Source: an optimization exercise on an open RTL-to-GDS flow (aim: small area, a short achievable clock period and few clock cycles). Production flows keep margins and buffers that such runs may drop.
Only simulation tests tie the RTL to the original design; equivalence was not proved.
Power is estimated from default activity; no workload was simulated.

File: flow/design.v
module dcache_sa #(
    parameter int LINE_ADDR_LEN = 3,
    parameter int SET_ADDR_LEN  = 2,
    parameter int TAG_ADDR_LEN  = 10,
    parameter int WAY_CNT       = 2,
    parameter int REPLACE       = 1
) (
    input  logic        clk,
    input  logic        rst,
    input  logic [31:0] addr,
    input  logic        rd_req,
    input  logic        wr_req,
    input  logic [31:0] wr_data,
    output logic [31:0] rd_data,
    output logic        miss,
    output logic        mem_req,
    output logic        mem_we,
    output logic [31:0] mem_addr,
    output logic [31:0] mem_wdata,
    input  logic [31:0] mem_rdata,
    input  logic        mem_ack,
    output logic [31:0] hit_count,
    output logic [31:0] miss_count
);
    localparam int N    = 1 << LINE_ADDR_LEN;
    localparam int SETS = 1 << SET_ADDR_LEN;
    localparam int WAYW = WAY_CNT > 1 ? $clog2(WAY_CNT) : 1;
    typedef enum logic [1:0] {IDLE, SWAP_OUT, SWAP_IN, SWAP_IN_OK} stateT;
    logic [31:0]             dataMem  [WAY_CNT][SETS][N];
    logic [TAG_ADDR_LEN-1:0] tagMem   [WAY_CNT][SETS];
    logic                    validBits[WAY_CNT][SETS];
    logic                    dirtyBits[WAY_CNT][SETS];
    logic [WAYW-1:0]         ages     [WAY_CNT][SETS];
    logic [WAYW-1:0]         fifoPtr  [SETS];
    stateT                    state;
    logic [LINE_ADDR_LEN-1:0] cnt;
    logic [WAYW-1:0]          victimWay;
    logic [TAG_ADDR_LEN-1:0]  victimTag;
    logic [31:0]              hitCount, missCount;
    logic [LINE_ADDR_LEN-1:0] wordOff;
    logic [SET_ADDR_LEN-1:0]  setIdx;
    logic [TAG_ADDR_LEN-1:0]  reqTag;
    logic                     req, hit, anyInv, lruUpd;
    logic [WAYW-1:0]          hitWay, invWay, oldWay, oldAge, victim, lruWay;
    assign wordOff = addr[LINE_ADDR_LEN+1:2];
    assign setIdx  = addr[LINE_ADDR_LEN+SET_ADDR_LEN+1:LINE_ADDR_LEN+2];
    assign reqTag  = addr[LINE_ADDR_LEN+SET_ADDR_LEN+TAG_ADDR_LEN+1:LINE_ADDR_LEN+SET_ADDR_LEN+2];
    assign req     = rd_req | wr_req;
    always_comb begin
        hit    = 1'b0;
        hitWay = '0;
        anyInv = 1'b0;
        invWay = '0;
        oldWay = '0;
        oldAge = '0;
        for (int w = WAY_CNT - 1; w >= 0; w--)
            if (!validBits[w][setIdx]) begin
                anyInv = 1'b1;
                invWay = WAYW'(w);
            end
        for (int w = 0; w < WAY_CNT; w++) begin
            if (validBits[w][setIdx] && tagMem[w][setIdx] == reqTag) begin
                hit    = 1'b1;
                hitWay = WAYW'(w);
            end
            if (ages[w][setIdx] > oldAge) begin
                oldAge = ages[w][setIdx];
                oldWay = WAYW'(w);
            end
        end
    end
    assign victim = anyInv ? invWay : (REPLACE != 0 ? oldWay : fifoPtr[setIdx]);
    assign lruUpd = (state == IDLE && req && hit) || state == SWAP_IN_OK;
    assign lruWay = state == IDLE ? hitWay : victimWay;
    assign rd_data    = hit ? dataMem[hitWay][setIdx][wordOff] : '0;
    assign miss       = state != IDLE || (req && !hit);
    assign mem_req    = state == SWAP_OUT || state == SWAP_IN;
    assign mem_we     = state == SWAP_OUT;
    assign mem_addr   = state == SWAP_OUT ? 32'({victimTag, setIdx, cnt, 2'b00}) :
                            state == SWAP_IN  ? 32'({reqTag, setIdx, cnt, 2'b00}) : '0;
    assign mem_wdata  = state == SWAP_OUT ? dataMem[victimWay][setIdx][cnt] : '0;
    assign hit_count  = hitCount;
    assign miss_count = missCount;
    always_ff @(posedge clk) begin
        if (rst) begin
            state     <= IDLE;
            cnt       <= '0;
            victimWay <= '0;
            victimTag <= '0;
            hitCount  <= '0;
            missCount <= '0;
            for (int s = 0; s < SETS; s++)
                fifoPtr[s] <= '0;
            for (int w = 0; w < WAY_CNT; w++)
                for (int s = 0; s < SETS; s++) begin
                    validBits[w][s] <= 1'b0;
                    dirtyBits[w][s] <= 1'b0;
                    ages[w][s]      <= '0;
                end
        end else begin
            case (state)
                IDLE:
                    if (req && !hit) begin
                        victimWay <= victim;
                        victimTag <= tagMem[victim][setIdx];
                        missCount <= missCount + 1;
                        state     <= validBits[victim][setIdx] && dirtyBits[victim][setIdx] ? SWAP_OUT : SWAP_IN;
                    end else if (req) begin
                        hitCount <= hitCount + 1;
                        if (wr_req)
                            dirtyBits[hitWay][setIdx] <= 1'b1;
                    end
                SWAP_OUT:
                    if (mem_ack) begin
                        cnt <= cnt + 1'b1;
                        if (&cnt)
                            state <= SWAP_IN;
                    end
                SWAP_IN:
                    if (mem_ack) begin
                        cnt <= cnt + 1'b1;
                        if (&cnt)
                            state <= SWAP_IN_OK;
                    end
                SWAP_IN_OK: begin
                    tagMem[victimWay][setIdx]    <= reqTag;
                    validBits[victimWay][setIdx] <= 1'b1;
                    dirtyBits[victimWay][setIdx] <= 1'b0;
                    fifoPtr[setIdx]              <= WAY_CNT > 1 ? fifoPtr[setIdx] + 1'b1 : '0;
                    state                        <= IDLE;
                end
                default: state <= IDLE;
            endcase
            if (REPLACE != 0 && lruUpd)
                for (int w = 0; w < WAY_CNT; w++)
                    if (WAYW'(w) == lruWay)
                        ages[w][setIdx] <= '0;
                    else if (ages[w][setIdx] <= ages[lruWay][setIdx] && ages[w][setIdx] != WAYW'(WAY_CNT - 1))
                        ages[w][setIdx] <= ages[w][setIdx] + 1'b1;
        end
    end
    always_ff @(posedge clk) begin
        if (state == SWAP_IN && mem_ack)
            dataMem[victimWay][setIdx][cnt] <= mem_rdata;
        else if (state == IDLE && wr_req && hit)
            dataMem[hitWay][setIdx][wordOff] <= wr_data;
    end
endmodule
File: flow/run.sh
#!/bin/bash
# synth_recipe.tcl (not shown) runs the flow's synth.tcl, then flattens the netlist and writes it again
# the make line also repeats each setting of config.mk as NAME=value (left out here)
make -C /OpenROAD-flow-scripts/flow DESIGN_CONFIG=/design/flow/config.mk WORK_HOME=/design/flow/orfs CLKGATE_MAP_FILE= SYNTH_SCRIPT=/design/flow/synth_recipe.tcl finish
File: flow/config.mk
export PLATFORM = sky130hd
export DESIGN_NAME = dcache_sa
export DESIGN_NICKNAME = dcache_sa
export VERILOG_FILES = /design/flow/design.v
export SDC_FILE = /design/flow/constraint.sdc
export NUM_CORES = 4
export LEC_CHECK = 0
export CAP_MARGIN = 20
export CORE_MARGIN = 2
export CORE_UTILIZATION = 40
export SLEW_MARGIN = 20
File: flow/constraint.sdc
create_clock -name core_clock -period 8.0 [get_ports {clk}]
set_input_delay 1.6000 -clock core_clock [delete_from_list [all_inputs] [get_ports {clk}]]
set_output_delay 1.6000 -clock core_clock [all_outputs]
set_load 0.01 [all_outputs]
==> run summary <==
The period utilization is 0.924. The half-perimeter wire length after placement came out at 191 mm. The warning count from the yosys run is 1.

Power spread over the standard cell area amounts to roughly 240 nW/um2. At the pin with the least slew margin, the transition time is 1.19 ns. In the synthesized netlist the dominant register cell turns out to be sky130_fd_sc_hd__edfxtp_1. In this run, CTS created clock tree buffers numbering 226.

Clock-pin slew was measured on the worst setup and hold paths at around 0.060 ns. The TritonCTS clock tree is done. By area the synthesized netlist is led by sky130_fd_sc_hd__edfxtp_1 (62%), sky130_fd_sc_hd__mux4_2 (22%), sky130_fd_sc_hd__mux2i_1 (5.2%). The most critical setup path has its endpoint at rd_data[6].

The core region is 259,000 um2. Across every metal layer, demand over resource in global routing totals 0.241. The met2 track demand over resource came out at 0.385.

The number of top-level pins came out at 264. The max-slew violation count came out at 0. The number of cells traversed by the worst register-to-register path is 10. The root buffer cell chosen for the clock tree is sky130_fd_sc_hd__clkbuf_16. The average footprint of a synthesized cell came out at 19.3 um2. The routed length per instance came out at approximately 35 um. The post-route cell area is approximately 120,000 um2.

The maximum fanout count along the critical path is 31. The path class of the lowest-slack min-delay path is flip-flop to flip-flop. The largest net degree at the start of global routing came out at 106. The number of distinct standard cells referenced by the synthesized netlist came out at 67. The number of fill cells in the layout came out at 21,600. The growth of design area from synthesis to finish came out at 14.7%. The library cells used most frequently in the layout, excluding fill and tap cells, are sky130_fd_sc_hd__edfxtp_1 (2,144), sky130_fd_sc_hd__mux4_2 (1,039), sky130_fd_sc_hd__mux2i_1 (547). The number of placement rows came out at 187. The number of enable flip-flop cells after synthesis is 2,144. The post-placement setup slack came out at 0.626 ns. The total congestion overflow came out at 0. Of the cells placed in the final design, the portion with a size suffix greater than 1 is 0.312. Setup violations remaining at the end of the flow were counted as 0. The post-detailed-route via-to-cell ratio came out at 6.44. The clock sink total came out at between 2,000 and 2,500.

The relative max-transition margin came out at 0.205. The top cell type's share of synthesized area is 0.617. The post-CTS setup-driven buffer insertion count came out at 0.

Tracing the worst setup path back leads to its startpoint at addr[5]. The critical path is of the primary input to output pin type. The synthesized netlist occupies a cell area of 104,000 um2. The time the final worst path needs with I/O delays and setup is roughly 7.4 ns. The worst register-to-register path ends at dataMem[62][30].

The proportion of synthesized flip-flops having asynchronous set or reset is 0. At the worst endpoint, the arrival time is just under 6 ns. The final layout contains routed wiring with a total length of 324 mm.

The maximum clock path buffer count came out at 3. The placed instances occupy a cell area of 112,000 um2. Once layout is complete, the utilization of the core stands at 0.462. The via count of the first global-routing pass is 60,500. The global placement routability congestion is 0.833. The endpoint type of the worst setup path is an output pin.

For met3 alone, demand over resource in global routing was 0.0436. The worst setup slack after layout came out at 0.611 ns. The met1 usage came out at 0.334. The commonest non-fill, non-tap cell in the layout is sky130_fd_sc_hd__edfxtp_1. The summed negative setup slack over all endpoints came out at 0 ns. In the final design database the tool counted 5,804 nets. The setup clock skew after layout is 0.0540 ns. The largest vdd supply drop came out at about 0.24 mV. The violation count after the first detailed-route iteration came out at 7,635. The hold violation count in the final report came to 0.

The residual antenna-violating net count after detailed routing came out at 0. The total DRC errors in the routed layout is 0. The wire length of the first global-routing pass came out at about 450 mm. For the worst setup path, the data required time is 6.40 ns. The number of synthesized register bits came out at 2,232. The via count came out at 59,800. The pre-antenna-repair detailed-routing pass consisted of 8 iterations. The floorplan die height came out at 515 um.

The number of I/O port buffers is around 230. The setup check on the worst reg-to-reg path leaves a slack of 3.10 ns. In this run the most used layer during global routing was met2.

The initial utilization of the core area, before any placement, comes to 0.402. For this design, the CTS-stage hold fixing added 0 buffers. The die width came out at 515 um. The initial antenna violation count is 7. STA classifies the critical path startpoint as a primary input.

The count of cells resized by post-cts repair is 0. The run finished with no timing, DRC or antenna violations. The number of violations of the max-capacitance limit came out at 0. The top cell type by total area after synthesis is sky130_fd_sc_hd__edfxtp_1.

Setup repair after global routing left no endpoint under its margin. The die covers 265,000 um2. The synthesized netlist cell count came out at ~5,400.

The later pin in the worst-skew pair is clocked with a latency of a little under 0.9 ns. The share of the Yosys chip area taken by registers is 0.634. The level count of the clock H-tree came out at 4. The reg-to-reg critical path startpoint is tagMem[4][7]. The static leakage came out at 36.7 nW. For this run, the top clock speed supported by timing is 135 MHz.
==> Yosys cell counts, types with 22 or more instances <==
master / instances
sky130_fd_sc_hd__o41ai_1: 24
sky130_fd_sc_hd__nor3_1: 44
sky130_fd_sc_hd__o21ai_0: 49
sky130_fd_sc_hd__nor2_1: 65
sky130_fd_sc_hd__nand4_1: 52
sky130_fd_sc_hd__clkbuf_1: 270
sky130_fd_sc_hd__or3_1: 43
sky130_fd_sc_hd__mux2_2: 49
sky130_fd_sc_hd__nand3_1: 36
sky130_fd_sc_hd__a21oi_1: 44
sky130_fd_sc_hd__nor2b_1: 28
sky130_fd_sc_hd__nor3b_1: 32
sky130_fd_sc_hd__mux2i_1: 547
sky130_fd_sc_hd__dfxtp_1: 88
sky130_fd_sc_hd__edfxtp_1: 2144
sky130_fd_sc_hd__nor4_1: 22
sky130_fd_sc_hd__buf_1: 149
sky130_fd_sc_hd__mux4_2: 1039
sky130_fd_sc_hd__a22oi_1: 125
sky130_fd_sc_hd__o311a_1: 32
sky130_fd_sc_hd__buf_2: 24
sky130_fd_sc_hd__nand2_1: 77
sky130_fd_sc_hd__or2_2: 26
sky130_fd_sc_hd__o22ai_1: 139
==> flip-flops by register name (all words and copies together), names as in the netlist <==
signal,cells
dirtyBits,8
missCount,32
victimTag,10
victimWay,1
cnt,3
hitCount,32
tagMem,80
ages,8
validBits,8
state,2
dataMem,2048
==> layer usage <==
layer,up-vias,wire length (um)
li1,24000,-
met1,32400,129000
met2,3044,154000
met3,462,29500
met4,0,11500
met5,-,0
==> worst max-delay path, cell delays in order <==
cell	delay, ns
sky130_fd_sc_hd__buf_4	0.44
sky130_fd_sc_hd__buf_4	0.31
sky130_fd_sc_hd__mux4_1	0.63
sky130_fd_sc_hd__xnor2_1	0.22
sky130_fd_sc_hd__and3_1	0.18
sky130_fd_sc_hd__and3_2	0.59
sky130_fd_sc_hd__buf_12	0.28
sky130_fd_sc_hd__nand4_1	0.22
sky130_fd_sc_hd__o21ai_0	0.46
sky130_fd_sc_hd__buf_4	0.23
sky130_fd_sc_hd__clkdlybuf4s50_1	0.55
==> worst min-delay path by stage <==
stage	from	to	slack, ns	cells past startpoint
finish	validBits[4]	validBits[4]	0.45	1
global route	validBits[1]	validBits[1]	0.48	1
CTS	validBits[4]	validBits[4]	0.45	1
detailed placement	validBits[1]	validBits[1]	0.44	1
global placement	validBits[1]	validBits[1]	0.43	1
floorplan	validBits[2]	validBits[2]	0.42	1
==> cells by family after synthesis <==
kind of cell / synth area share
flip-flops: 0.634
multiplexers: 0.283
AO/OA/AOI/OAI: 0.0354
AND/OR/NAND/NOR: 0.0258
buffers and inverters: 0.0191
XOR/XNOR: 0.00193
adder cells (fa/ha/maj): 0.00108
other: 0.0000359
==> per-stage QoR <==
stage / hold WS, ns / total power [mW] / std cells
global placement: 0.429 / 18.0 / 8868
CTS: 0.454 / 28.6 / 9287
finish: 0.452 / 28.4 / 9290
floorplan: 0.421 / 16.5 / 5414
global route: 0.480 / 29.2 / 9288
detailed placement: 0.440 / 18.0 / 8868
==> cell type report <==
class | count | area (um2) | area share
multi-input cells | 2697 | 36800 | 0.308
inverters | 13 | 48.8 | 0.000407
well taps | 3402 | 4260 | 0.0355
clock inverters | 147 | 1500 | 0.0125
repair buffers | 524 | 5110 | 0.0427
diodes | 3 | 7.51 | 0.0000627
flip-flops and latches | 2232 | 66200 | 0.552
clock buffers | 272 | 5870 | 0.0490
==> power by group <==
group	switching (mW)	internal [mW]
Combinational	2.47	2.24
Sequential	0.114	12.9
Clock	4.65	6.03
Total	7.23	21.2
Testbench counts, summed over its fixed seeds: cycles 195,662.

## what the ideal ports hide
The results above use ideal ports. As a check the final layout listed here was re-extracted and re-timed, cells and wires unchanged. Step 1 assumes that a clkbuf_16 drives the clock port and a buf_2 every other input. Step 2 adds t to the input delays and takes it off the output delays; t is the mean of the earliest and latest rising clock arrival at the registers after step 1. Input paths then give back, and output paths get back, about the clock's delay inside the block. a / b / c = no drivers / after step 1 / after step 2; a / b = the first two.
shift t [ns]: 0.957
setup slack, ns: 0.611 / 0.587 / 0.587
worst slew at a driven data input, ns: 0.09
After both steps this run still meets setup and hold. For this run, drivers alone change the setup slack by -0.024 ns; drivers and shift together by -0.024 ns.
